Source: an optimization exercise on an open RTL-to-GDS flow (aim: small area, a short achievable clock period and few clock cycles per item). Production flows keep margins and buffers that such runs may drop. The RTL was checked by simulation tests, not by an equivalence proof against the original design.

### design/flow/config.mk
export PLATFORM = sky130hd
export DESIGN_NAME = kepler_orbit_solver
export DESIGN_NICKNAME = kepler_orbit_solver
export VERILOG_FILES = /design/flow/design.v
export SDC_FILE = /design/flow/constraint.sdc
export NUM_CORES = 4
export LEC_CHECK = 0
export CAP_MARGIN = 20
export CORE_MARGIN = 2
export CORE_UTILIZATION = 50
export SETUP_SLACK_MARGIN = 5
export SLEW_MARGIN = 20
### design/flow/constraint.sdc
create_clock -name core_clock -period 10.0 [get_ports {clk}]
set_input_delay 2.0000 -clock core_clock [delete_from_list [all_inputs] [get_ports {clk}]]
set_output_delay 2.0000 -clock core_clock [all_outputs]
set_load 0.01 [all_outputs]
### design/flow/design.v
package kos_pkg;
  localparam logic signed [26:0] DEG45  = 27'sd2949120;
  localparam logic signed [26:0] DEG90  = 27'sd5898240;
  localparam logic signed [26:0] DEG135 = 27'sd8847360;
  localparam logic signed [26:0] DEG180 = 27'sd11796480;
  localparam logic signed [26:0] DEG225 = 27'sd14745600;
  localparam logic signed [26:0] DEG270 = 27'sd17694720;
  localparam logic signed [26:0] DEG315 = 27'sd20643840;
  localparam logic signed [26:0] DEG360 = 27'sd23592960;
  localparam logic signed [26:0] DEG405 = 27'sd26542080;
  localparam logic signed [26:0] DEG450 = 27'sd29491200;
  localparam logic signed [26:0] DEG495 = 27'sd32440320;
  localparam logic signed [26:0] AT1    = 27'sd1740967;    
  localparam logic signed [33:0] GAIN_H = 34'sd326016437;  
  localparam logic signed [25:0] E_LOW  = -26'sd3754937;
  localparam logic signed [25:0] E_HIGH = 26'sd27347897;
  localparam logic signed [33:0] GAIN    = 34'sd652032874;
  localparam logic [31:0]        R2D     = 32'd961263669;
  localparam logic [32:0]        RAD_MAX = 33'h1_FFFF_FFFF;
  localparam logic [3:0]  ITER_RESET = 4'd10;
  localparam logic [15:0] TOL_RESET  = 16'd328;
  function automatic logic signed [25:0] atan_deg(input logic [4:0] i);
    logic signed [25:0] r;
    case (i)
      5'd0:  r = 26'sd2949120;
      5'd1:  r = 26'sd1740967;
      5'd2:  r = 26'sd919879;
      5'd3:  r = 26'sd466945;
      5'd4:  r = 26'sd234379;
      5'd5:  r = 26'sd117304;
      5'd6:  r = 26'sd58666;
      5'd7:  r = 26'sd29335;
      5'd8:  r = 26'sd14668;
      5'd9:  r = 26'sd7334;
      5'd10: r = 26'sd3667;
      5'd11: r = 26'sd1833;
      5'd12: r = 26'sd917;
      5'd13: r = 26'sd458;
      5'd14: r = 26'sd229;
      5'd15: r = 26'sd115;
      5'd16: r = 26'sd57;
      5'd17: r = 26'sd29;
      5'd18: r = 26'sd14;
      default: r = '0;
    endcase
    atan_deg = r;
  endfunction
endpackage
module kos_cordic (
  input  logic               clk,
  input  logic               rst_n,
  input  logic               start,
  input  logic               vec_in,
  input  logic signed [33:0] x0,
  input  logic signed [33:0] y0,
  input  logic signed [26:0] z0,      
  input  logic               ld_x,    
  output logic               busy,
  output logic               prep,    
  output logic               flip,
  output logic signed [33:0] x,
  output logic signed [33:0] y,
  output logic signed [26:0] z
);
  logic [4:0] step_r;
  logic       vec_r, prep_r;
  logic       ccw;
  logic signed [33:0] xs, ys;
  logic signed [26:0] at_r;
  logic signed [26:0] kz;
  logic               rd0, rd1;
  logic signed [33:0] rx, ry;
  always_comb begin
    if (z < 0) begin
      rd0 = 1'b0; flip = 1'b0; rd1 = (z >= -kos_pkg::DEG45);
      kz = rd1 ? 27'sd1208153 : 27'sd4690087;
    end else if (z <= kos_pkg::DEG90) begin
      rd0 = 1'b1; flip = 1'b0; rd1 = (z >= kos_pkg::DEG45);
      kz = rd1 ? -27'sd4690087 : -27'sd1208153;
    end else if (z < kos_pkg::DEG180) begin
      rd0 = 1'b0; flip = 1'b1; rd1 = (z >= kos_pkg::DEG135);
      kz = rd1 ? -27'sd10588327 : -27'sd7106393;
    end else if (z < kos_pkg::DEG270) begin
      rd0 = 1'b1; flip = 1'b1; rd1 = (z >= kos_pkg::DEG225);
      kz = rd1 ? -27'sd16486567 : -27'sd13004633;
    end else if (z < kos_pkg::DEG360) begin
      rd0 = 1'b0; flip = 1'b0; rd1 = (z >= kos_pkg::DEG315);
      kz = rd1 ? -27'sd22384807 : -27'sd18902873;
    end else if (z <= kos_pkg::DEG450) begin
      rd0 = 1'b1; flip = 1'b0; rd1 = (z >= kos_pkg::DEG405);
      kz = rd1 ? -27'sd28283047 : -27'sd24801113;
    end else begin
      rd0 = 1'b0; flip = 1'b1; rd1 = (z >= kos_pkg::DEG495);
      kz = rd1 ? -27'sd34181287 : -27'sd30699353;
    end
    rx = (rd0 == rd1) ? kos_pkg::GAIN - kos_pkg::GAIN_H : kos_pkg::GAIN + kos_pkg::GAIN_H;
    ry = (rd0 ? kos_pkg::GAIN : -kos_pkg::GAIN) + (rd1 ? kos_pkg::GAIN_H : -kos_pkg::GAIN_H);
    prep = prep_r;
    ccw = vec_r ? y[33] : !z[26];
    xs  = x >>> step_r;
    ys  = y >>> step_r;
  end
  always_ff @(posedge clk) begin
    if (!rst_n) busy <= 1'b0;
    else if (start) busy <= 1'b1;
    else if (busy && !prep_r && step_r == 5'd18) busy <= 1'b0;
  end
  always_ff @(posedge clk) begin
    if (start) begin
      x      <= x0;
      y      <= y0;
      z      <= z0;
      vec_r  <= vec_in;
      prep_r <= !vec_in;
      step_r <= 5'd0;
      at_r   <= 27'(kos_pkg::atan_deg(5'd0));
    end else if (prep_r) begin
      x      <= rx;
      y      <= ry;
      z      <= z + kz;
      prep_r <= 1'b0;
      step_r <= 5'd2;
      at_r   <= 27'(kos_pkg::atan_deg(5'd2));
    end else if (busy) begin
      x      <= ccw ? x - ys : x + ys;
      y      <= ccw ? y + xs : y - xs;
      z      <= ccw ? z - at_r : z + at_r;
      step_r <= step_r + 5'd1;
      at_r   <= 27'(kos_pkg::atan_deg(step_r + 5'd1));
    end else if (ld_x) begin
      x      <= x0;
    end
  end
endmodule
module kos_divider (
  input  logic        clk,
  input  logic        rst_n,
  input  logic        ld_r,
  input  logic [32:0] r_in,
  input  logic        ld_d,
  input  logic [33:0] d_in,
  input  logic        ld_g,
  input  logic [33:0] g_in,
  input  logic        go,
  input  logic [33:0] q_in,
  input  logic [4:0]  n_in,      
  input  logic        shift_b,
  input  logic [7:0]  b_in,
  output logic        busy,
  output logic        ovf,
  output logic [33:0] q
);
  logic [32:0] r_r;
  logic [33:0] d_r;
  logic [34:0] d3_r;
  logic [4:0]  n_r;
  logic        first_r;
  logic [34:0] r4;
  logic [35:0] t1, t2, t3;
  logic [1:0]  qd;
  logic [32:0] r_nxt;
  always_comb begin
    r4 = {r_r[32:0], q[33:32]};
    t1 = {1'b0, r4} - {2'b0, d_r};
    t2 = {1'b0, r4} - {1'b0, d_r, 1'b0};
    t3 = {1'b0, r4} - {1'b0, d3_r};
    if (!t3[35])      begin qd = 2'd3; r_nxt = t3[32:0]; end
    else if (!t2[35]) begin qd = 2'd2; r_nxt = t2[32:0]; end
    else if (!t1[35]) begin qd = 2'd1; r_nxt = t1[32:0]; end
    else              begin qd = 2'd0; r_nxt = r4[32:0]; end
  end
  always_ff @(posedge clk) begin
    if (!rst_n) busy <= 1'b0;
    else if (go) busy <= 1'b1;
    else if (busy && n_r == 5'd1) busy <= 1'b0;
  end
  always_ff @(posedge clk) begin
    if (ld_g) d3_r <= {1'b0, g_in} + {g_in, 1'b0};
    else      d3_r <= {1'b0, d_r} + {d_r, 1'b0};
    if (go) begin
      q       <= q_in;
      n_r     <= n_in;
      first_r <= 1'b1;
    end else if (busy) begin
      q       <= {q[31:0], qd};
      n_r     <= n_r - 5'd1;
      first_r <= 1'b0;
    end else if (shift_b) begin
      q[31:0] <= {b_in, q[31:8]};
    end
    if (busy && first_r) ovf <= ({1'b0, r_r} >= d_r);
    if (ld_r) r_r <= r_in;
    else if (busy) r_r <= r_nxt;
    if (ld_g)      d_r <= g_in;
    else if (ld_d) d_r <= d_in;
  end
endmodule
module kos_isqrt (
  input  logic        clk,
  input  logic        rst_n,
  input  logic        start,
  input  logic [32:0] ome2,
  output logic        busy,
  output logic [30:0] root
);
  logic [32:0] rem_r;
  logic [4:0]  i_r;      
  logic [1:0]  pair;
  logic [34:0] r4;
  logic [32:0] t;
  logic        fits;
  logic [33:0] o2;
  always_comb begin
    o2   = {1'b0, ome2};
    pair = 2'b00;
    if (i_r >= 5'd14) pair = o2[(i_r - 5'd14) * 2 +: 2];
    r4   = {rem_r, pair};
    t    = {root, 2'b01};
    fits = r4 >= {2'b0, t};
  end
  always_ff @(posedge clk) begin
    if (!rst_n) busy <= 1'b0;
    else if (start) busy <= 1'b1;
    else if (busy && i_r == 5'd0) busy <= 1'b0;
  end
  always_ff @(posedge clk) begin
    if (start) begin
      rem_r <= '0;
      root  <= '0;
      i_r   <= 5'd30;
    end else if (busy) begin
      rem_r <= fits ? 33'(r4 - {2'b0, t}) : r4[32:0];
      root  <= {root[29:0], fits};
      i_r   <= i_r - 5'd1;
    end
  end
endmodule
module kos_mac (
  input  logic               clk,
  input  logic               rst_n,
  input  logic               go,
  input  logic               res,
  input  logic               use_e,
  input  logic               four,
  input  logic               keep_b,
  input  logic               to_q,
  input  logic               neg,
  input  logic signed [33:0] a_in,
  input  logic               ld_a2,
  input  logic signed [33:0] a2_in,
  input  logic               use_a2,
  input  logic [31:0]        b_in,
  input  logic [15:0]        e_in,
  input  logic [37:0]        bias,
  output logic               busy,
  output logic [37:0]        ws,
  output logic [34:0]        wc,
  output logic               wci,
  output logic signed [39:0] acc,
  output logic signed [33:0] ma2,
  output logic [1:0]         lo2,
  output logic               byte_v,
  output logic [7:0]         byte_o
);
  logic [33:0] mau_r;
  logic signed [33:0] ma2_r, a_src;
  logic [31:0] mb_r;
  logic [7:0]  d_r;
  logic [2:0]  cnt_r;
  logic        ue_r, toq_r, neg_r;
  logic [7:0]  d_nxt;
  logic [42:0] rows [0:11];
  logic [42:0] l1 [0:7];
  logic [42:0] l2 [0:5];
  logic [42:0] l3 [0:3];
  logic [42:0] l4 [0:2];
  logic [42:0] fs, fc;
  logic [8:0]  lsum;
  function automatic logic [85:0] csa(input logic [42:0] a, input logic [42:0] b,
                                      input logic [42:0] c);
    logic [42:0] s, m;
    s = a ^ b ^ c;
    m = (a & b) | (a & c) | (b & c);
    csa = {s, m[41:0], 1'b0};
  endfunction
  assign busy = (cnt_r != 3'd0);
  always_comb begin
    rows[0]  = 43'(ws);
    rows[1]  = 43'(wc);
    rows[2]  = {2'b0, ~d_r, 32'b0, wci};
    for (int j = 0; j < 8; j++) rows[3 + j] = d_r[j] ? (43'(mau_r) << j) : 43'd0;
    rows[11] = neg_r ? {35'b0, d_r} : 43'd0;
    {l1[0], l1[1]} = csa(rows[0], rows[1], rows[2]);
    {l1[2], l1[3]} = csa(rows[3], rows[4], rows[5]);
    {l1[4], l1[5]} = csa(rows[6], rows[7], rows[8]);
    {l1[6], l1[7]} = csa(rows[9], rows[10], rows[11]);
    {l2[0], l2[1]} = csa(l1[0], l1[1], l1[2]);
    {l2[2], l2[3]} = csa(l1[3], l1[4], l1[5]);
    l2[4] = l1[6];
    l2[5] = l1[7];
    {l3[0], l3[1]} = csa(l2[0], l2[1], l2[2]);
    {l3[2], l3[3]} = csa(l2[3], l2[4], l2[5]);
    {l4[0], l4[1]} = csa(l3[0], l3[1], l3[2]);
    l4[2] = l3[3];
    {fs, fc} = csa(l4[0], l4[1], l4[2]);
    lsum   = {1'b0, fs[7:0]} + {1'b0, fc[7:0]};
    byte_o = lsum[7:0];
    byte_v = busy && toq_r;
    acc    = $signed(40'(ws) + 40'(wc) + 40'(wci)) - 40'sd8589934592;
    a_src  = use_a2 ? ma2_r : a_in;
    ma2    = ma2_r;
    if (ue_r) d_nxt = e_in[15:8];
    else      d_nxt = mb_r[7:0];
  end
  always_ff @(posedge clk) begin
    if (!rst_n) cnt_r <= 3'd0;
    else if (go) cnt_r <= four ? 3'd4 : 3'd2;
    else if (busy) cnt_r <= cnt_r - 3'd1;
  end
  always_ff @(posedge clk) begin
    if (go) begin
      mau_r <= neg ? {a_src[33], ~a_src[32:0]} : {~a_src[33], a_src[32:0]};
      if (ld_a2) ma2_r <= a2_in;
      neg_r <= neg;
      ue_r  <= use_e;
      toq_r <= to_q;
      ws    <= bias | 38'h2_0000_0000;
      wc    <= '0;
      wci   <= 1'b0;
      if (use_e) begin
        d_r <= e_in[7:0];
        if (!keep_b) mb_r <= b_in;
      end else if (keep_b) begin
        d_r  <= mb_r[7:0];
        mb_r <= mb_r >> 8;
      end else begin
        d_r  <= b_in[7:0];
        mb_r <= b_in >> 8;
      end
    end else if (res) begin
      ws  <= 38'(acc + 40'sd8589934592);
      wc  <= '0;
      wci <= 1'b0;
    end else if (busy) begin
      ws  <= 38'(fs[42:8]);
      wc  <= fc[42:8];
      wci <= lsum[8];
      lo2 <= lsum[7:6];
      d_r <= d_nxt;
      if (!ue_r) mb_r <= mb_r >> 8;
    end
  end
endmodule
module kepler_orbit_solver (
  input  logic        clk,
  input  logic        rst_n,
  input  logic        in_tvalid,
  output logic        in_tready,
  input  logic [79:0] in_tdata,
  output logic        out_tvalid,
  input  logic        out_tready,
  output logic [87:0] out_tdata,
  input  logic        cfg_wr_en,
  input  logic        cfg_index,
  input  logic [15:0] cfg_wdata
);
  typedef enum logic [4:0] {
    S_IDLE, S_START, S_E0, S_EE, S_C0, S_I1, S_I2, S_I3, S_I4, S_I5, S_ROT, S_CW,
    S_N1, S_N1B, S_N1R, S_N2, S_N4, S_N5,
    S_F0, S_F1, S_F2, S_F3, S_F4, S_F5, S_F6, S_F7, S_OUT
  } st_t;
  logic [3:0]  iter_limit_r;
  logic [15:0] tol_r;
  st_t         st_r    [2];
  logic [24:0] m_r     [2];
  logic [15:0] e_r     [2];
  logic [31:0] a_r     [2];
  logic [32:0] ome2_r  [2];
  logic signed [25:0] est_r [2];
  logic signed [25:0] nxt_r [2];
  logic [3:0]  k_r     [2];
  logic [24:0] v_r     [2];
  logic [30:0] root_r  [2];
  logic [32:0] rad_r   [2];
  logic        flip_r  [2];
  logic        fneg_r  [2];
  logic        final_r [2];
  logic        rok_r   [2];
  logic        sqp_r   [2];
  logic        done_r  [2];
  logic        in_id_r, out_id_r;
  logic        c_lk, c_ow, m_lk, m_ow, d_lk, d_ow, s_run, s_ow;
  logic               c_start, c_vec, c_ldx, c_busy, c_prep, c_flip;
  logic signed [33:0] c_x0, c_y0, c_x, c_y;
  logic signed [26:0] c_z0, c_z;
  logic               m_go, m_res, m_use_e, m_four, m_keep_b, m_toq, m_neg, m_busy, m_bv, m_wci;
  logic               m_ld_a2, m_use_a2;
  logic signed [33:0] m_a2, m_ma2;
  logic signed [33:0] m_a;
  logic [31:0]        m_b;
  logic [1:0]         m_lo2;
  logic [7:0]         m_byte;
  logic [37:0]        m_bias, m_ws;
  logic [34:0]        m_wc;
  logic signed [39:0] m_acc;
  logic        d_ld_r, d_ld_d, d_ld_g, d_go, d_busy, d_ovf;
  logic [32:0] d_r_in;
  logic [33:0] d_d_in, d_q_in, d_q;
  logic [4:0]  d_n_in;
  logic        s_start, s_busy;
  logic [30:0] s_root;
  logic        s_pick;
  logic want_c [2], want_m [2], want_d [2], rel_c [2];
  logic c_rel;
  logic gnt_c [2], gnt_m [2], gnt_d [2];
  logic ok_c [2], ok_m [2], ok_d [2];
  logic adv [2];
  logic c_sel, m_sel, d_sel;
  always_comb begin
    for (int b = 0; b < 2; b++) begin
      rel_c[b]  = (st_r[b] == S_C0) || (st_r[b] == S_F4) || (st_r[b] == S_CW && !final_r[b]);
      want_c[b] = 1'b0; want_m[b] = 1'b0; want_d[b] = 1'b0;
      unique case (st_r[b])
        S_START: want_c[b] = 1'b1;
        S_E0:    want_m[b] = 1'b1;
        S_C0:    want_m[b] = !c_busy;
        S_ROT:   want_c[b] = 1'b1;
        S_CW:    want_m[b] = !c_busy && (!final_r[b] || rok_r[b]);
        S_N2:    want_d[b] = 1'b1;
        S_F4:    want_m[b] = !c_busy;
        S_F5:    want_d[b] = !m_busy;
        default: ;
      endcase
    end
    for (int b = 0; b < 2; b++) begin
      gnt_m[b] = want_m[b] && !m_lk && (!want_m[1-b] || out_id_r == b[0]);
      gnt_d[b] = want_d[b] && !d_lk && (!want_d[1-b] || out_id_r == b[0]);
      ok_m[b]  = gnt_m[b] || (m_lk && m_ow == b[0]);
      ok_d[b]  = gnt_d[b] || (d_lk && d_ow == b[0]);
    end
    for (int b = 0; b < 2; b++) begin
      unique case (st_r[b])
        S_START, S_ROT: adv[b] = 1'b0;
        S_EE, S_I1, S_I2, S_I3, S_I4, S_N1B, S_N1R, S_F0, S_F6:
                 adv[b] = !m_busy;
        S_C0:    adv[b] = !c_busy && ok_m[b];
        S_I5, S_N5, S_F1, S_F3:
                 adv[b] = 1'b1;
        S_E0:    adv[b] = ok_m[b];
        S_N2:    adv[b] = ok_d[b];
        S_CW:    adv[b] = !c_busy && ok_m[b] && (!final_r[b] || rok_r[b]);
        S_N1:    adv[b] = !m_busy;
        S_N4, S_F7: adv[b] = !d_busy;
        S_F2:    adv[b] = !c_busy;
        S_F4:    adv[b] = !c_busy && ok_m[b];
        S_F5:    adv[b] = !m_busy && ok_d[b];
        default: adv[b] = 1'b0;
      endcase
    end
    c_rel = c_lk && rel_c[c_ow] && adv[c_ow];
    for (int b = 0; b < 2; b++) begin
      gnt_c[b] = want_c[b] && (!want_c[1-b] || out_id_r == b[0]) &&
                 (!c_lk || (c_rel && c_ow != b[0] && st_r[b] == S_ROT));
      ok_c[b]  = gnt_c[b] || (c_lk && c_ow == b[0]);
      if (st_r[b] == S_START) adv[b] = gnt_c[b];
      if (st_r[b] == S_ROT)   adv[b] = gnt_c[b];
    end
    c_sel = (c_lk && !rel_c[c_ow]) ? c_ow :
            c_lk ? !c_ow : (want_c[out_id_r] ? out_id_r : !out_id_r);
    m_sel = m_lk ? m_ow : (want_m[out_id_r] ? out_id_r : !out_id_r);
    d_sel = d_lk ? d_ow : (want_d[out_id_r] ? out_id_r : !out_id_r);
  end
  logic signed [26:0] ang;
  always_comb begin
    unique case (st_r[c_sel])
      S_START: ang = 27'(m_r[c_sel]);
      S_F3:    ang = 27'(v_r[c_sel]);
      default: ang = 27'(nxt_r[c_sel]);
    endcase
  end
  logic signed [33:0] r16, vres, ty, tyr;
  logic signed [33:0] den_val, ob_val;
  logic signed [27:0] r38;
  logic signed [27:0] e0_sum, fa, fb;
  logic signed [25:0] e0_val, nxt_val;
  logic signed [27:0] q_s, nxt_sum;
  logic [26:0]        f_abs;
  logic signed [28:0] sa, sb;
  logic               last_step, stop;
  logic signed [25:0] vz;
  logic               cflip, tx_neg, vzero;
  logic [32:0]        rad_o;
  logic [24:0]        mm;
  logic signed [25:0] mest, dest, dnxt;
  always_comb begin
    r16  = m_acc[33:0];
    ty   = {m_acc[31:0], m_lo2};
    vres = {~m_ws[33], m_ws[32:0]};
    tyr  = {vres[31:0], m_lo2};
    r38  = 28'(vres >>> 6);
    ob_val  = 34'(m_acc) + 34'sd1073741824;
    den_val = ob_val;
    if (den_val < 1) den_val = 34'sd1;
    mm     = m_r[m_ow];
    mest   = est_r[m_ow];
    e0_sum = 28'(mm) + r38;
    if (e0_sum < 28'(kos_pkg::E_LOW))       e0_val = kos_pkg::E_LOW;
    else if (e0_sum > 28'(kos_pkg::E_HIGH)) e0_val = kos_pkg::E_HIGH;
    else                                    e0_val = 26'(e0_sum);
    fa    = 28'(mest) - r38 - 28'(mm);
    fb    = r38 + 28'(mm) - 28'(mest);
    f_abs = fa[27] ? 27'(fb) : 27'(fa);
    dest    = est_r[d_ow];
    dnxt    = nxt_r[d_ow];
    q_s     = fneg_r[d_ow] ? 28'(d_q[25:0]) : -(28'(d_q[25:0]));
    nxt_sum = 28'(dest) + q_s;
    if (d_ovf)                               nxt_val = fneg_r[d_ow] ? kos_pkg::E_HIGH : kos_pkg::E_LOW;
    else if (nxt_sum < 28'(kos_pkg::E_LOW))  nxt_val = kos_pkg::E_LOW;
    else if (nxt_sum > 28'(kos_pkg::E_HIGH)) nxt_val = kos_pkg::E_HIGH;
    else                                     nxt_val = 26'(nxt_sum);
    sa        = 29'(dnxt) - 29'(dest) - 29'(tol_r);
    sb        = 29'(dest) - 29'(dnxt) - 29'(tol_r);
    last_step = ({1'b0, k_r[d_ow]} + 5'd1) == {1'b0, iter_limit_r};
    stop      = (sa[28] && sb[28]) || last_step;
    cflip  = flip_r[c_ow];
    tx_neg = cflip ? (c_x > 0) : c_x[33];
    vzero  = (c_x == 0) && (tyr == 0);
    if (c_z < 0)                     vz = 26'(c_z + kos_pkg::DEG360);
    else if (c_z >= kos_pkg::DEG360) vz = 26'(c_z - kos_pkg::DEG360);
    else                             vz = 26'(c_z);
    rad_o = (d_ovf | d_q[33]) ? kos_pkg::RAD_MAX : d_q[32:0];
  end
  always_comb begin
    c_start = 1'b0; c_vec = 1'b0; c_ldx = 1'b0;
    c_x0 = c_x;
    c_y0 = c_y;
    c_z0 = ang;
    if (adv[c_sel]) begin
      unique case (st_r[c_sel])
        S_START, S_ROT, S_F3: c_start = 1'b1;
        S_CW: if (final_r[c_sel]) begin                 
          c_ldx = 1'b1;
          c_x0  = cflip ? c_x + 34'({e_r[c_ow], 14'b0}) : c_x - 34'({e_r[c_ow], 14'b0});
        end
        S_F1: if (!vzero) begin
          c_start = 1'b1; c_vec = 1'b1;
          c_x0 = c_x[33] ? -c_x : c_x;
          c_y0 = tx_neg ? -tyr : tyr;
          c_z0 = tx_neg ? kos_pkg::DEG180 : 27'sd0;
        end
        default: ;
      endcase
    end
  end
  always_comb begin
    m_go = 1'b0; m_res = 1'b0; m_use_e = 1'b1; m_four = 1'b0; m_keep_b = 1'b0; m_toq = 1'b0;
    m_ld_a2 = 1'b0; m_use_a2 = 1'b0; m_a2 = c_y;
    m_neg = flip_r[m_sel]; m_a = c_x; m_b = '0; m_bias = 38'd32768;
    if (adv[m_sel]) begin
      unique case (st_r[m_sel])
        S_E0: begin                                     
          m_go = 1'b1; m_neg = 1'b1; m_a = 34'({e_r[m_sel], 16'b0}); m_bias = '0;
        end
        S_C0: begin                                     
          m_go = 1'b1; m_ld_a2 = 1'b1;
        end
        S_I1: begin                                     
          m_go = 1'b1; m_use_a2 = 1'b1; m_b = 32'(ob_val);
        end
        S_I2: begin                                     
          m_go = 1'b1; m_use_e = 1'b0; m_four = 1'b1; m_keep_b = 1'b1; m_neg = 1'b0;
          m_a = r16; m_bias = 38'd536870912;
        end
        S_I3: begin                                     
          m_go = 1'b1; m_use_e = 1'b0; m_four = 1'b1; m_neg = 1'b0;
          m_a = ty; m_b = kos_pkg::R2D; m_bias = 38'd137438953472;
        end
        S_I4, S_N1R, S_F0: m_res = 1'b1;
        S_CW: begin
          m_go = 1'b1;
          if (final_r[m_sel]) begin                     
            m_a = c_y; m_use_e = 1'b0; m_four = 1'b1; m_b = 32'(root_r[m_sel]);
            m_bias = 38'd536870912;
          end else begin                                
            m_neg = !flip_r[m_sel]; m_bias = 38'd32767; m_ld_a2 = 1'b1;
          end
        end
        S_N1: begin                                     
          m_go = 1'b1; m_use_a2 = 1'b1; m_ld_a2 = 1'b1; m_a2 = den_val;
        end
        S_N1B: begin                                    
          m_go = 1'b1; m_use_e = 1'b0; m_four = 1'b1; m_neg = 1'b0;
          m_a = r16; m_b = kos_pkg::R2D; m_bias = 38'd137438953472;
        end
        S_F4: m_go = 1'b1;                              
        S_F5: begin                                     
          m_go = 1'b1; m_use_e = 1'b0; m_four = 1'b1; m_toq = 1'b1; m_neg = 1'b0;
          m_a = 34'(ome2_r[m_ow]); m_b = a_r[m_ow]; m_bias = 38'(den_val) << 1;
        end
        default: ;
      endcase
    end
  end
  always_comb begin
    d_ld_r = 1'b0; d_ld_d = 1'b0; d_ld_g = 1'b0; d_go = 1'b0;
    d_r_in = 33'({f_abs, 4'b0}); d_d_in = den_val; d_q_in = '0; d_n_in = 5'd13;
    if (adv[d_sel]) begin
      unique case (st_r[d_sel])
        S_N2: begin d_ld_g = 1'b1; d_ld_r = 1'b1; d_go = 1'b1; end   
        S_F5: begin d_ld_d = 1'b1; d_d_in = 34'(den_val <<< 2); end
        S_F6: begin
          d_ld_r = 1'b1; d_r_in = 33'(m_acc[32:2]);
          d_go = 1'b1; d_q_in = {m_acc[1:0], d_q[31:0]}; d_n_in = 5'd17;
        end
        default: ;
      endcase
    end
  end
  assign s_pick  = sqp_r[out_id_r] ? out_id_r : !out_id_r;
  assign s_start = !s_run && (sqp_r[0] || sqp_r[1]);
  always_ff @(posedge clk) begin
    if (!rst_n) begin
      iter_limit_r <= kos_pkg::ITER_RESET;
      tol_r        <= kos_pkg::TOL_RESET;
      in_id_r      <= 1'b0;
      out_id_r     <= 1'b0;
      c_lk <= 1'b0; m_lk <= 1'b0; d_lk <= 1'b0; s_run <= 1'b0;
      for (int b = 0; b < 2; b++) begin
        st_r[b]   <= S_IDLE;
        done_r[b] <= 1'b0;
        sqp_r[b]  <= 1'b0;
        rok_r[b]  <= 1'b0;
      end
    end else begin
      if (cfg_wr_en) begin
        if (cfg_index) tol_r <= cfg_wdata;
        else           iter_limit_r <= cfg_wdata[3:0];
      end
      if (s_start) begin
        s_run <= 1'b1;
        s_ow  <= s_pick;
        sqp_r[s_pick] <= 1'b0;
      end else if (s_run && !s_busy) begin
        s_run <= 1'b0;
        rok_r[s_ow] <= 1'b1;
      end
      if (c_rel) c_lk <= 1'b0;
      if (adv[c_sel] && (st_r[c_sel] == S_START || st_r[c_sel] == S_ROT)) begin
        c_lk <= 1'b1;
        c_ow <= c_sel;
      end
      if (adv[m_sel]) begin
        unique case (st_r[m_sel])
          S_E0, S_C0, S_CW, S_F4: begin m_lk <= 1'b1; m_ow <= m_sel; end
          S_EE, S_I5, S_N2, S_F1, S_F6: m_lk <= 1'b0;
          default: ;
        endcase
      end
      if (adv[d_sel]) begin
        unique case (st_r[d_sel])
          S_N2, S_F5: begin d_lk <= 1'b1; d_ow <= d_sel; end
          S_N4, S_F7: d_lk <= 1'b0;
          default: ;
        endcase
      end
      if (in_tvalid && st_r[in_id_r] == S_IDLE) begin
        st_r[in_id_r]  <= S_START;
        rok_r[in_id_r] <= 1'b0;
        in_id_r        <= !in_id_r;
      end
      if (done_r[out_id_r] && out_tready) begin
        done_r[out_id_r] <= 1'b0;
        st_r[out_id_r]   <= S_IDLE;
        out_id_r         <= !out_id_r;
      end
      for (int b = 0; b < 2; b++) begin
        if (adv[b]) begin
          unique case (st_r[b])
            S_START: st_r[b] <= S_E0;
            S_E0:    st_r[b] <= S_EE;
            S_EE:    begin st_r[b] <= S_C0; sqp_r[b] <= 1'b1; end
            S_C0:    st_r[b] <= S_I1;
            S_I1:    st_r[b] <= S_I2;
            S_I2:    st_r[b] <= S_I3;
            S_I3:    st_r[b] <= S_I4;
            S_I4:    st_r[b] <= S_I5;
            S_I5:    st_r[b] <= S_ROT;
            S_ROT:   st_r[b] <= S_CW;
            S_CW:    st_r[b] <= final_r[b] ? S_F0 : S_N1;
            S_N1:    st_r[b] <= S_N1B;
            S_N1B:   st_r[b] <= S_N1R;
            S_N1R:   st_r[b] <= S_N2;
            S_N2:    st_r[b] <= S_N4;
            S_N4:    st_r[b] <= S_N5;
            S_N5:    st_r[b] <= S_ROT;
            S_F0:    st_r[b] <= S_F1;
            S_F1:    st_r[b] <= vzero ? S_F3 : S_F2;
            S_F2:    st_r[b] <= S_F3;
            S_F3:    st_r[b] <= S_F4;
            S_F4:    st_r[b] <= S_F5;
            S_F5:    st_r[b] <= S_F6;
            S_F6:    st_r[b] <= S_F7;
            S_F7:    begin st_r[b] <= S_OUT; done_r[b] <= 1'b1; end
            default: ;
          endcase
        end
      end
    end
  end
  always_ff @(posedge clk) begin
    if (in_tvalid && st_r[in_id_r] == S_IDLE) begin
      m_r[in_id_r] <= in_tdata[24:0];
      e_r[in_id_r] <= in_tdata[40:25];
      a_r[in_id_r] <= in_tdata[72:41];
      k_r[in_id_r] <= '0;
    end
    if (s_run && !s_busy) root_r[s_ow] <= s_root;
    if (c_prep) flip_r[c_ow] <= c_flip;
    for (int b = 0; b < 2; b++) begin
      if (adv[b]) begin
        unique case (st_r[b])
          S_EE: ome2_r[b] <= 33'(m_acc + 40'sd4294967296);
          S_I5: begin
            est_r[b]   <= e0_val;
            nxt_r[b]   <= e0_val;
            final_r[b] <= (iter_limit_r == 4'd0);
          end
          S_N2: fneg_r[b] <= fa[27];
          S_N4: nxt_r[b] <= nxt_val;
          S_N5: begin
            est_r[b]   <= nxt_r[b];
            k_r[b]     <= k_r[b] + 4'd1;
            final_r[b] <= stop;
          end
          S_F1: if (vzero) v_r[b] <= '0;
          S_F2: v_r[b] <= vz[24:0];
          S_F7: rad_r[b] <= rad_o;
          default: ;
        endcase
      end
    end
  end
  kos_cordic u_cordic (
    .clk(clk), .rst_n(rst_n), .start(c_start), .vec_in(c_vec),
    .x0(c_x0), .y0(c_y0), .z0(c_z0), .ld_x(c_ldx), .busy(c_busy), .prep(c_prep), .flip(c_flip),
    .x(c_x), .y(c_y), .z(c_z)
  );
  kos_mac u_mac (
    .clk(clk), .rst_n(rst_n), .go(m_go), .res(m_res), .use_e(m_use_e), .four(m_four),
    .keep_b(m_keep_b), .to_q(m_toq), .neg(m_neg), .a_in(m_a), .ld_a2(m_ld_a2), .a2_in(m_a2),
    .use_a2(m_use_a2), .b_in(m_b), .e_in(e_r[m_sel]),
    .bias(m_bias), .busy(m_busy), .ws(m_ws), .wc(m_wc), .wci(m_wci), .acc(m_acc), .ma2(m_ma2),
    .lo2(m_lo2), .byte_v(m_bv), .byte_o(m_byte)
  );
  kos_divider u_divider (
    .clk(clk), .rst_n(rst_n), .ld_r(d_ld_r), .r_in(d_r_in), .ld_d(d_ld_d),
    .d_in(d_d_in), .ld_g(d_ld_g), .g_in(m_ma2), .go(d_go), .q_in(d_q_in), .n_in(d_n_in), .shift_b(m_bv),
    .b_in(m_byte), .busy(d_busy), .ovf(d_ovf), .q(d_q)
  );
  kos_isqrt u_isqrt (
    .clk(clk), .rst_n(rst_n), .start(s_start), .ome2(ome2_r[s_ow]),
    .busy(s_busy), .root(s_root)
  );
  assign in_tready  = (st_r[in_id_r] == S_IDLE);
  assign out_tvalid = done_r[out_id_r];
  assign out_tdata  = {4'b0, rad_r[out_id_r], v_r[out_id_r], nxt_r[out_id_r]};
endmodule
### design/flow/run.sh
#!/bin/bash
# synth_recipe.tcl (not shown) runs the flow's synth.tcl, then flattens the netlist and writes it again
# the make line also repeats each setting of config.mk as NAME=value (left out here)
make -C /OpenROAD-flow-scripts/flow DESIGN_CONFIG=/design/flow/config.mk WORK_HOME=/design/flow/orfs CLKGATE_MAP_FILE= SYNTH_SCRIPT=/design/flow/synth_recipe.tcl finish
==> impl_metrics.tcl, run 1 <==
set metrics [dict create \
    io_pins 192 \
    crit_path_cell_trace "mux4_2, mux4_2, nor2_1, a21oi_1, nor4_4, and3_4, nand2_2, o21ai_2, xor2_1, ha_1, o21a_1, o21ai_1, or4b_4, a31oi_4, o22ai_4, buf_4, buf_6, buf_6, o21bai_1, a21oi_2, o21ai_1, a21oi_1, xor2_1, a21oi_1" \
    post-route-period-util_pct 59.19 \
    drive_above_1_share_pct 20.91 \
    antenna_found_initial 53 \
    fin_cells 14150 \
    fin_ws_ns 4.081 \
    drc_errors 0 \
    drt_first_pass_iters 12 \
    cts_buffer_depth 3 \
    ant_nets 0 \
    crit_path_start_kind "register" \
    finalWorstPathRequiredPeriod_ns 5.919 \
    timing.setup.tns_ns 0 \
    r2r_end "u_cordic.x[22]" \
    rsz0062_at_grt "true" \
    hold_viol_final 0 \
    initial_core_util_pct 50.24 \
    clkLatencyLatePin_ns 0.85 \
    outcome "no timing/DRC/antenna violations" \
    ys_types 105 \
    synth-warning-count 46 \
    hold_path.class "reg2reg" \
    ctsHoldBuffers 0 \
    core_mm2 0.1972 \
    clock_skew_ns 0.06594 \
    post-place-ws_ns 2.693 \
    ys.flop_type "edfxtp_1" \
    syn_to_final_growth_pct 22.45 \
    clkTransAtPathRegs_ns 0.06 \
    worst_pin_slew_ns 1.151 \
    cp_slowest_stage_delay_ns 0.69 \
    cap_violations 0 \
    grt_max_degree 96 \
    critPathKind "reg2reg" \
    ys_ff_latch 1088 \
    wl_per_cell_um 30.64 \
    die_h_um 449.2 \
    gp_congestion 1.040 \
    critPathCapture "u_cordic.x[22]" \
    dp.cells 13190 \
    postSynth.asyncResetShare_pct 0 \
    h-tree-depth 4 \
    fill_cells 16590 \
    die_x_um 449.2 \
    fin_nets 12540 \
    grt_pass1_wl_mm 610.3 \
    synthCells 10710 \
    cpMostUsedCell "a21oi_1" \
    row_count 163 \
    arrival_ns 6.51 \
    rr_startpoint "u_cordic.y[5]" \
    syn_area_per_cell_um2 9.250 \
    slew_violations 0 \
    die_area_mm2 0.2017 \
    cp_max_fo 7 \
    slew-limit-headroom_pct 22.72 \
    critPathCaptureType "register" \
    synth_edf_count 870 \
    cts_buffers 136 \
    yosysSeqAreaShare_pct 30.77 \
    ff2ff_setup_slack_ns 4.08 \
    fmax_mhz 168.9 \
    r2r_cells 24 \
    dp_hpwl_mm 317.9 \
    wl_mm 433.5 \
    setup_viol 0 \
    drtIter0Drc 10760 \
    cpMaxStageDelayCell "edfxtp_1" \
    grt_usage_pct 41.28 \
    hold_slack_ns 0.4553 \
    cts-root-buf "clkbuf_16" \
    synth_area_mm2 0.09908 \
    crit_required_ns 10.59 \
    grt-ovfl-total 0 \
    port_buffers 180 \
    num_vias 91690 \
    startpoint "u_cordic.y[5]" \
    cts.sinks 1088 \
    tritoncts "yes" \
    first_global_vias 86710 \
    viasPerCell 6.482 \
]
==> per-layer routing <==
| metal | up-vias | GRT usage, % | part of all wire [%] |
|---|---|---|---|
| met3 | 1292 | 10.35 | 10 |
| li1 | 40350 | - | - |
| met4 | 28 | 27.78 | 8.3 |
| met5 | - | 0 | 0.046 |
| met1 | 45020 | 51.91 | 38 |
| met2 | 5002 | 62.65 | 43 |
==> layout make-up <==
type,instances,area (um2),share of cell area (%)
multi-input cells,8219,69490,57.28
clock buffers,170,3692,3.043
repair buffers,1042,9938,8.192
diodes,33,82.58,0.06807
well taps,2640,3303,2.723
clock inverters,77,905.9,0.7467
flip-flops and latches,1088,30530,25.16
inverters,874,3367,2.775
repair inverters,2,16.27,0.01341
==> cells in the final DEF (no fill, tap or decap), drive strengths merged, types with 70 or more instances in the layout <==
cell type	Yosys	routed
clkbuf	430	179
nand2	842	843
o21a	111	111
xor2	215	215
o22ai	70	70
xnor2	418	418
and3	89	90
dfxtp	218	218
a31oi	152	152
edfxtp	870	870
nor2	739	741
inv	865	865
nor2b	101	101
mux2i	402	404
o31ai	92	92
a21oi	699	699
nand3	200	201
o21ai	597	597
or3	115	115
mux2	199	202
a21o	205	205
a211oi	136	136
a22oi	88	88
ha	729	729
nand2b	120	121
nor3	204	204
mux4	105	105
clkdlybuf4s50	0	178
and2	276	276
buf	115	849
fa	346	346
==> through the flow <==
stage / area (um2) / util (%)
3_3_place_gp: 104300 / 52.91
5_1_grt: 121300 / 61.50
3_5_place_dp: 104400 / 52.91
2_1_floorplan: 99700 / -
6_report: 121300 / 61.52
4_1_cts: 117400 / 59.51
==> sequential cells by signal (all words and copies together), names as in the netlist, 35 cells and up, named ones only <==
register / flops
nxt_r: 52
u_mac.wc: 35
ome2_r: 66
m_r: 50
est_r: 52
rad_r: 66
a_r: 64
u_mac.ws: 38
u_divider.d3_r: 35
root_r: 62
v_r: 50
==> Yosys cell counts (101+ instances only) <==
master	instances	area, um2
a211oi_1	133	998.5
a21o_1	205	1539
a21oi_1	699	3498
a31oi_1	152	950.9
and2_1	275	1720
clkbuf_1	429	1610
dfxtp_1	218	4364
edfxtp_1	870	26130
fa_1	346	6927
ha_1	729	9121
inv_1	863	3239
mux2_2	199	2241
mux2i_1	401	4014
mux4_2	105	2365
nand2_1	841	3157
nand2b_1	120	750.7
nand3_1	200	1001
nor2_1	735	2759
nor2b_1	101	631.9
nor3_1	204	1021
o21a_1	111	833.3
o21ai_0	585	2928
or3_1	115	719.4
xnor2_1	418	3661
xor2_1	215	1883
==> worst max-delay path, delay by kind of cell (launching register included) <==
family | cells | cell delay, ns
flops | 1 | 0.69
compound gates | 11 | 1.41
simple gates | 5 | 1.36
fa+ha+maj | 1 | 0.33
mux | 2 | 1.17
buf+inv | 3 | 0.36
xor+xnor | 2 | 0.38
==> how the worst min path moves through the flow <==
| stage | startpoint | end | slack [ns] | cells after the start |
|---|---|---|---|---|
| 2_1_floorplan | u_divider.first_r | u_divider.first_r | 0.43 | 2 |
| 3_3_place_gp | u_divider.first_r | u_divider.first_r | 0.44 | 2 |
| 3_5_place_dp | u_divider.first_r | u_divider.first_r | 0.45 | 2 |
| 4_1_cts | u_mac.wc[34] | u_mac.wc[34] | 0.46 | 2 |
| 5_1_grt | u_mac.wc[13] | u_mac.wc[13] | 0.48 | 2 |
| 6_report | u_divider.first_r | u_divider.first_r | 0.46 | 2 |
==> what timing repair did <==
| action | CTS | global route |
|---|---|---|
| resized for setup | 921 | 480 |
| pin swaps | 356 | 255 |
| buffers inserted | 453 | 182 |
| endpoints found under the setup margin | 908 | 664 |
| cloned | 29 | 9 |
==> cells by family after synthesis <==
group                      Yosys count  synth area share, %
and+or+nand+nor                   2937                14.29
AOI/OAI and AO/OA                 2852                18.96
buffers and inverters             1420                5.473
DFF                               1088                30.77
adders and majority gates         1075                16.20
muxes                              706                8.713
xor gates and xnor gates           633                5.595
other                                1             0.003785
Testbench counts, summed over its fixed seeds: cycles 178,372, items 1,200.
==> run 2: changes to the inputs <==
--- a/design/flow/config.mk
+++ b/design/flow/config.mk
@@ -12 +12,2 @@
 export SLEW_MARGIN = 20
+export SYNTH_HIERARCHICAL = 1
==> run 2 against run 1 <==
Net effect:
- still clean
- synthesized cell count increased by 8.4%
- final cell count increased by 6.4%
- maximum frequency decreased by 4.0%
- area after synthesis increased by 6.0%
- register-to-register slack got worse by 0.25 ns
==> impl_metrics.tcl, run 2 <==
set metrics [dict create \
    outcome "no timing/DRC/antenna violations" \
    r2r_cells 22 \
    drtIter0Drc 11080 \
    gp_congestion 0.9889 \
    worst_pin_slew_ns 1.188 \
    crit_path_start_kind "register" \
    arrival_ns 6.72 \
    initial_core_util_pct 50.22 \
    dp_hpwl_mm 311.6 \
    min_path_cells 1 \
    die_x_um 462.3 \
    crit_required_ns 10.56 \
    final_cell_mix "nand2_1 (1202), edfxtp_1 (870), inv_1 (833)" \
    critPathKind "reg2reg" \
    drt_first_pass_iters 8 \
    setup_viol 0 \
    post-route-period-util_pct 61.65 \
    wl_per_cell_um 29.43 \
    grt-ovfl-total 0 \
    num_vias 97890 \
    cts_buffers 134 \
    grt_usage_pct 39.32 \
    ant_nets 0 \
    fill_cells 18000 \
    postLayoutCellArea_mm2 0.1270 \
    clkTransAtPathRegs_ns 0.06 \
    viasPerCell 6.503 \
    antenna_found_initial 26 \
    fin_nets 13300 \
    first_global_vias 93600 \
    critPathCaptureType "register" \
    tritoncts "yes" \
    synth-warning-count 52 \
    cts-root-buf "clkbuf_16" \
    row_count 168 \
    drive_above_1_share_pct 20.11 \
    postPlaceCellArea_mm2 0.1102 \
    rsz0062_at_grt "true" \
    syn_area_per_cell_um2 9.041 \
    timing.setup.tns_ns 0 \
    cap_violations 0 \
    clkLatencyLatePin_ns 0.83 \
    core_mm2 0.2092 \
    clock_skew_ns 0.03628 \
    port_buffers 180 \
    grt_pass1_wl_mm 627.8 \
    worst_hold_startpoint "u_divider.first_r" \
    grt_max_degree 68 \
    synthCells 11620 \
    wl_mm 443.0 \
    slew_violations 0 \
    die_h_um 462.3 \
    h-tree-depth 4 \
    hold_path.class "reg2reg" \
    io_pins 192 \
    hold_viol_final 0 \
    post-place-ws_ns 2.427 \
    syn_to_final_growth_pct 20.89 \
    regArea_mm2 0.03054 \
    rr_startpoint "u_cordic.step_r[0]" \
    r2r_end "u_cordic.y[28]" \
    synth_area_mm2 0.1050 \
    ctsHoldBuffers 0 \
    slew-limit-headroom_pct 20.21 \
    startpoint "u_cordic.step_r[0]" \
    finalWorstPathRequiredPeriod_ns 6.165 \
    fmax_mhz 162.2 \
    top_regs "ome2_r x66, rad_r x66, a_r x64" \
    layout_commonest_cell "nand2_1" \
    multi_input_area_mm2 0.07499 \
    fin_ws_ns 3.835 \
    cp_max_fo 29 \
    cts.sinks 1088 \
    die_area_mm2 0.2137 \
    drc_errors 0 \
    cts_buffer_depth 3 \
    hold_end "u_divider.first_r" \
    ff2ff_setup_slack_ns 3.83 \
]
[run 2: cell types whose count changed in the layout (fill, tap and decap cells not counted), moves of 39 or more]
cell      delta
o21ai_1     +68
a21o_1      +56
nand2b_1    +41
and2_1      +48
nand3_1     -43
mux2_2     +112
a31oi_1     -58
a21oi_1    +112
nand2_1    +391
o221ai_1    -39
buf_4       -66
o21ai_0    +106
nor2_1      -61
[run 2: worst max-delay path by stage]
stage                         to  cells after the start
3_3_place_gp      u_mac.mb_r[29]                     17
5_1_grt           u_cordic.y[28]                     25
2_1_floorplan     u_cordic.y[33]                     29
4_1_cts        u_divider.r_r[30]                     23
6_report          u_cordic.y[28]                     22
3_5_place_dp      u_mac.mb_r[25]                     17
[run 2: critical path, cell delays in order (launching register included)]
cell and delay [ns]:
dfxtp_4 0.44, buf_4 0.18, buf_16 0.24, mux4_2 0.52
and2_1 0.17, a31oi_1 0.35, a211oi_1 0.34, or3_1 0.51
nor4_1 0.27, and4b_2 0.36, nor2_1 0.07, xnor2_1 0.20
ha_1 0.32, o21a_1 0.21, nor2_2 0.11, nor2b_2 0.07
or3_1 0.39, o21ai_2 0.11, a21oi_1 0.09, a21oi_1 0.23
xor2_1 0.31, o21ai_1 0.10, mux2_4 0.29
[run 2: layer usage]
metal	vias to the layer above	part of all wire, %	track usage, %
met4	24	6.9	21.89
met5	-	0.037	0
li1	43230	-	-
met1	48070	38	49.97
met3	1212	11	10.68
met2	5346	44	60.49
[run 2: through the flow]
| step | hold slack [ns] | instances | util (%) |
|---|---|---|---|
| 2_1_floorplan | 0.4181 | 11620 | - |
| 3_3_place_gp | 0.4315 | 14160 | 52.63 |
| 3_5_place_dp | 0.4370 | 14160 | 52.67 |
| 4_1_cts | 0.4502 | 14830 | 58.58 |
| 5_1_grt | 0.4836 | 15050 | 60.70 |
| 6_report | 0.4474 | 15050 | 60.70 |
[run 2: area by class of cell]
type,instances,area share [%]
clock buffers,162,2.822
well taps,2805,2.764
diodes,6,0.01183
flip-flops and latches,1088,24.05
multi-input cells,9041,59.07
clock inverters,86,0.8071
inverters,868,2.606
repair buffers,996,7.870
[run 2: what timing repair did]
action,in CTS,in global routing
cloned,39,18
setup endpoints to repair,1093,754
resized for setup,818,605
endpoints found under the hold margin,0,0
pin swaps,210,254
setup buffers,378,198
==> run 3: changes to the inputs <==
--- a/design/flow/config.mk
+++ b/design/flow/config.mk
@@ -12,2 +12,2 @@
 export SLEW_MARGIN = 20
-export SYNTH_HIERARCHICAL = 1
+export TNS_END_PERCENT = 5
==> run 3 against run 2 <==
Net effect:
- still clean on timing, DRC and antenna
- maximum frequency increased by 3.7%
- sequential share of layout area increased by 2.2 points
- critical path depth decreased by 1
- clock skew increased by 0.0069 ns
- area after synthesis decreased by 5.7%
- non-clock buffer count decreased by 178
- critical path type unchanged
- largest cell class unchanged
==> impl_metrics.tcl, run 3 <==
set metrics [dict create \
    outcome "no timing/DRC/antenna violations" \
    grt_pass1_wl_mm 602.8 \
    synth_area_leaders "edfxtp_1 (26%), ha_1 (9.2%), fa_1 (7.0%)" \
    grt_usage_pct 40.76 \
    crit_path_cell_trace "mux4_2, mux4_2, nor3_2, a31oi_1, nor3_2, nand3_2, buf_6, o31ai_2, xnor2_1, ha_1, buf_4, a21o_1, a221o_1, a31oi_4, o31a_1, o211ai_1, a31o_2, a211oi_2, xnor2_2, nand2_1, a22oi_1" \
    arrival_ns 6.58 \
    hold_viol_final 0 \
    die_h_um 449.2 \
    postSynth.asyncResetShare_pct 0 \
    cpMaxStageDelayCell "edfxtp_1" \
    cts.sinks 1088 \
    die_area_mm2 0.2017 \
    hold_path.class "reg2reg" \
    finalWorstPathRequiredPeriod_ns 5.944 \
    syn_to_final_growth_pct 17.14 \
    clock_skew_ns 0.04319 \
    viasPerCell 6.567 \
    grt-ovfl-total 0 \
    num_vias 91310 \
    postLayoutCellArea_mm2 0.1161 \
    drt_first_pass_iters 9 \
    drc_errors 0 \
    cap_violations 0 \
    first_global_vias 87120 \
    netlist.area_leader.share_pct 26.37 \
    tritoncts "yes" \
    wl_per_cell_um 30.68 \
    antenna_found_initial 37 \
    io_pins 192 \
    grt_max_degree 96 \
    die_x_um 449.2 \
    cts_buffer_depth 3 \
    crit_required_ns 10.64 \
    core_mm2 0.1972 \
    port_buffers 180 \
    postPlaceCellArea_mm2 0.1042 \
    rsz0062_at_grt "true" \
    cts-root-buf "clkbuf_16" \
    slew-limit-headroom_pct 15.23 \
    dp_hpwl_mm 315.1 \
    critPathTopFamily "compound AO/OA/AOI/OAI gates" \
    crit_path_start_kind "register" \
    ys.flop_type "edfxtp_1" \
    critPathCaptureType "register" \
    final_cell_mix "edfxtp_1 (870), inv_1 (833), nand2_1 (829)" \
    top_regs "ome2_r x66, rad_r x66, a_r x64" \
    synth.most_common_cell "edfxtp_1" \
    initial_core_util_pct 50.24 \
    drive_above_1_share_pct 16.04 \
    cp_max_fo 11 \
    syn_area_per_cell_um2 9.250 \
    synth_area_mm2 0.09908 \
    layout_commonest_cell "edfxtp_1" \
    yosysSeqAreaShare_pct 30.77 \
    synth_edf_count 870 \
    worst_pin_slew_ns 1.266 \
    wl_mm 426.6 \
    setup_viol 0 \
    critPathKind "reg2reg" \
    h-tree-depth 4 \
    post-route-period-util_pct 59.44 \
    synthTopCellsByCount "edfxtp_1 (870), inv_1 (863), nand2_1 (841)" \
    timing.setup.tns_ns 0 \
    gp_congestion 1.044 \
    clkLatencyLatePin_ns 0.82 \
    ys_ff_latch 1088 \
    fmax_mhz 168.2 \
    fin_nets 12310 \
    cp_slowest_stage_delay_ns 0.63 \
    worst-path-buf-inv 2 \
    yosys.area.top_type "edfxtp_1" \
    slew_violations 0 \
    clkTransAtPathRegs_ns 0.06 \
    cts_buffers 133 \
    synth-warning-count 46 \
    row_count 163 \
    ant_nets 0 \
    synthCells 10710 \
    ys_types 105 \
    drtIter0Drc 11230 \
]
-- run 3: cell type report --
class	count	area, um2
Antenna cell	27	67.56
Clock buffer	173	3729
Clock inverter	68	716.9
Fill cell	17120	81150
Inverter	874	3381
Multi-Input combinational cell	8214	66890
Sequential cell	1088	30520
Tap cell	2640	3303
Timing Repair Buffer	818	7435
Timing Repair inverter	3	25.02
-- run 3: metrics by stage --
step	cells	worst slack (ns)	hold slack, ns	utilization [%]
after floorplan	10720	4.076	0.4255	-
after detailed placement	13200	2.642	0.4470	52.83
after global placement	13200	2.615	0.4351	52.81
after CTS	13700	4.143	0.4554	57.02
after global routing	13890	3.897	0.4784	58.83
final	13910	4.056	0.4560	58.85
-- run 3: layer usage --
layer	GRT usage, %	wire (um)	share of wire [%]	vias to the layer above
li1	-	-	-	39880
met1	49.23	153500	36	44680
met2	63.44	187800	44	5367
met3	10.63	47760	11	1362
met4	28.54	37390	8.8	20
met5	0	124	0.029	-
-- run 3: worst reg2reg max path, delay by kind of cell (launching register included) --
family	cells	cell delay [ns]
flip-flops	1	0.63
buffers and inverters	2	0.32
adder cells (fa/ha/maj)	1	0.35
AO/OA/AOI/OAI	10	2.31
AND/OR/NAND/NOR	4	0.72
XOR/XNOR	2	0.31
multiplexers	2	1.14
-- run 3: path summary, 6_finish.rpt --
| check | end | slack (ns) | depth (start not counted) | start |
|---|---|---|---|---|
| hold reg to reg | u_mac.wc[0] | 0.46 | 2 | u_mac.wc[0] |
| hold / removal | u_mac.wc[0] | 0.46 | 2 | u_mac.wc[0] |
| setup / recovery | u_cordic.y[33] | 4.06 | 21 | u_cordic.x[11] |
| setup reg to reg | u_cordic.y[33] | 4.06 | 21 | u_cordic.x[11] |
-- run 3: kinds of logic (layout without fill, tap and decap cells) --
logic type	Yosys count	after routing	share of synthesized area (%)
compound gates	2852	2853	18.96
xor+xnor	633	633	5.595
fa+ha+maj	1075	1075	16.20
buf+inv	1420	1936	5.473
flops	1088	1088	30.77
mux	706	708	8.713
other cells	1	31	0.003785
simple gates	2937	2941	14.29
-- run 3: timing repair --
item	in CTS	in global routing
buffers inserted	245	170
hold buffers	0	0
pin swaps	134	134
resized for setup	358	422
cloned	13	9
setup endpoints to repair	924	869
==> run 4: changes to the inputs <==
--- a/design/flow/config.mk
+++ b/design/flow/config.mk
@@ -9,5 +9,5 @@
 export CORE_MARGIN = 2
-export CORE_UTILIZATION = 50
+export CORE_UTILIZATION = 55
 export SETUP_SLACK_MARGIN = 5
 export SLEW_MARGIN = 20
-export TNS_END_PERCENT = 5
+export TNS_END_PERCENT = 0
==> run 4 against run 3 <==
Net effect:
- critical path depth decreased by 6
- maximum frequency decreased by 4.1%
- setup slack got worse by 0.25 ns
- wire length decreased by 2.7%
- final area decreased by 4.3%
- count of clock-buffer cells in the layout decreased by 10
- register-to-register slack got worse by 0.25 ns
- via count decreased by 0.72%
- critical path type unchanged
==> impl_metrics.tcl, run 4 <==
set metrics [dict create \
    yosys.area.top_type "edfxtp_1" \
    postLayoutCellArea_mm2 0.1111 \
    syn_to_final_growth_pct 12.15 \
    synth.most_common_cell "edfxtp_1" \
    synth_mux_area_share_pct 8.713 \
    worst_pin_slew_ns 1.302 \
    cap_violations 0 \
    yosysSeqAreaShare_pct 30.77 \
    synth_compound_area_share_pct 18.96 \
    synth_edf_count 870 \
    synth_area_leaders "edfxtp_1 (26%), ha_1 (9.2%), fa_1 (7.0%)" \
    port_buffers 180 \
    wl_per_cell_um 31.12 \
    post-route-period-util_pct 61.96 \
    clkLatencyLatePin_ns 0.84 \
    dp_hpwl_mm 315.0 \
    cts-root-buf "clkbuf_16" \
    ys.flop_type "edfxtp_1" \
    slew-limit-headroom_pct 12.26 \
    synth_area_mm2 0.09908 \
    critPathCaptureType "register" \
    ys_ff_latch 1088 \
    cts.sinks 1088 \
    postSynth.asyncResetShare_pct 0 \
    fin_ws_ns 3.804 \
    arrival_ns 6.71 \
    ff2ff_setup_slack_ns 3.80 \
    core_mm2 0.1788 \
    rr_startpoint "st_r[1][3]" \
    layout_commonest_cell "edfxtp_1" \
    min_path_cells 2 \
    dp.cells 12910 \
    grt_usage_pct 43.96 \
    finalWorstPathRequiredPeriod_ns 6.196 \
    hold_viol_final 0 \
    viasPerCell 6.798 \
    syn_area_per_cell_um2 9.250 \
    r2r_end "u_mac.mau_r[10]" \
    die_h_um 428.4 \
    die_x_um 428.4 \
    synthCells 10710 \
    synth-warning-count 46 \
    num_vias 90650 \
    antenna_found_initial 37 \
    critPathCapture "u_mac.mau_r[10]" \
    row_count 155 \
    hold_slack_ns 0.4578 \
    fmax_mhz 161.4 \
    setup_viol 0 \
    die_area_mm2 0.1836 \
    tritoncts "yes" \
    cp_max_fo 33 \
    r2r_cells 15 \
    synthTopCellsByCount "edfxtp_1 (870), inv_1 (863), nand2_1 (841)" \
    ys_types 105 \
    fin_cells 13340 \
    outcome "no timing/DRC/antenna violations" \
    clkTransAtPathRegs_ns 0.06 \
    top_regs "ome2_r x66, rad_r x66, a_r x64" \
    postPlaceCellArea_mm2 0.1037 \
    h-tree-depth 4 \
    ctsHoldBuffers 0 \
    first_global_vias 86930 \
    wl_mm 415.0 \
    cts_buffer_depth 3 \
    clock_skew_ns 0.03512 \
    timing.setup.tns_ns 0 \
    synth-simple-area-share_pct 14.29 \
    synth_fa_ha_area_share_pct 16.20 \
    grt_pass1_wl_mm 592.3 \
    drtIter0Drc 11580 \
    hold_path.class "reg2reg" \
    drc_errors 0 \
    cts_buffers 131 \
    critPathKind "reg2reg" \
    fin_nets 12040 \
    crit_required_ns 10.51 \
    initial_core_util_pct 55.41 \
    grt-ovfl-total 0 \
    crit_path_start_kind "register" \
    netlist.area_leader.share_pct 26.37 \
    io_pins 192 \
    ant_nets 0 \
    drive_above_1_share_pct 11.51 \
    slew_violations 0 \
    grt_max_degree 102 \
    yosys.area_share.xor_xnor_pct 5.595 \
    post-place-ws_ns 2.480 \
    synth_top_family_by_area "compound AO/OA/AOI/OAI gates" \
    startpoint "st_r[1][3]" \
    gp_congestion 1.077 \
    drt_first_pass_iters 9 \
    final_cell_mix "edfxtp_1 (870), inv_1 (854), nand2_1 (834)" \
    rsz0062_at_grt "true" \
]
==> run 4: kinds of logic after synthesis <==
family | after synthesis
compound gates | 2852
buf+inv | 1420
simple gates | 2937
mux | 706
fa+ha+maj | 1075
flops | 1088
other cells | 1
xor+xnor | 633
==> run 4: final cells by class <==
class,count,area [um2]
diodes,14,35.03
repair inverters,1,7.507
fillers,15200,67690
inverters,874,3308
well taps,2355,2947
repair buffers,557,4967
clock buffers,163,3481
multi-input cells,8209,64900
flip-flops and latches,1088,30510
clock inverters,74,958.4
==> run 4: worst max-delay path, stage by stage (launching register included) <==
cell and delay [ns]:
edfxtp_1 0.62, buf_4 0.31, nand2b_1 0.38, nor2_1 0.40, nand2_1 0.16, a21o_1 0.25
a311oi_4 0.61, nor2_4 0.06, clkinv_2 0.26, buf_4 0.41, mux2_2 0.50, a41oi_2 0.22
buf_4 0.46, o21ai_0 0.16, a31oi_1 0.82, xnor2_1 0.22
==> run 4: per-stage QoR <==
step                      util, %
final                       62.14
after global routing        62.12
after CTS                   61.84
after detailed placement    57.99
after global placement      57.98
after floorplan                 -
==> run 4: metal layers <==
layer  track usage [%]  part of all wire, %
met1             52.12                   36
met2             67.43                   44
met4             34.37                  9.5
met3             12.32                   11
met5                 0                0.049
==> run 4: how the worst min path moves through the flow <==
stage	from	slack [ns]	to
floorplan	u_divider.first_r	0.43	u_divider.first_r
global placement	u_divider.first_r	0.44	u_divider.first_r
detailed placement	u_divider.first_r	0.44	u_divider.first_r
CTS	u_divider.first_r	0.45	u_divider.first_r
global route	u_mac.wc[13]	0.47	u_mac.wc[13]
finish	u_mac.wc[4]	0.46	u_mac.wc[4]
==> run 4: repair_timing <==
action / 4_1_cts / 5_1_grt
resized for setup: 266 / 64
gates cloned: 8 / 0
buffers inserted: 145 / 19
endpoints found under the setup margin: 924 / 917
pin swaps: 77 / 44

==> what the ideal ports hide <==
No port has a modelled driver above. Below, the same layouts with a new extraction and two added sets of constraints. Step 1 assumes that a clkbuf_16 drives the clock port and a buf_2 every other input. Step 2 adds t to the input delays and takes it off the output delays; t is the mean of the earliest and latest rising clock arrival at the registers after step 1. Input paths then give back, and output paths get back, about the clock's delay inside the block. Three values: ideal, step 1, step 2; two values: the first two.
run | t, ns | setup WS [ns] | hold WS [ns] | latest minus earliest clock arrival (ns) | cell pins on the clock port's net
run 1 | 0.922 | 4.081 / 4.081 / 4.081 | 0.455 / 0.455 / 0.455 | 0.068 / 0.067 | 1
run 2 | 0.910 | 3.835 / 3.835 / 3.835 | 0.447 / 0.447 / 0.447 | 0.038 / 0.038 | 1
run 3 | 0.897 | 4.056 / 4.056 / 4.056 | 0.456 / 0.456 / 0.456 | 0.044 / 0.043 | 1
run 4 | 0.917 | 3.804 / 3.804 / 3.804 | 0.458 / 0.458 / 0.458 | 0.036 / 0.035 | 1
After both steps every run listed still meets setup and hold.
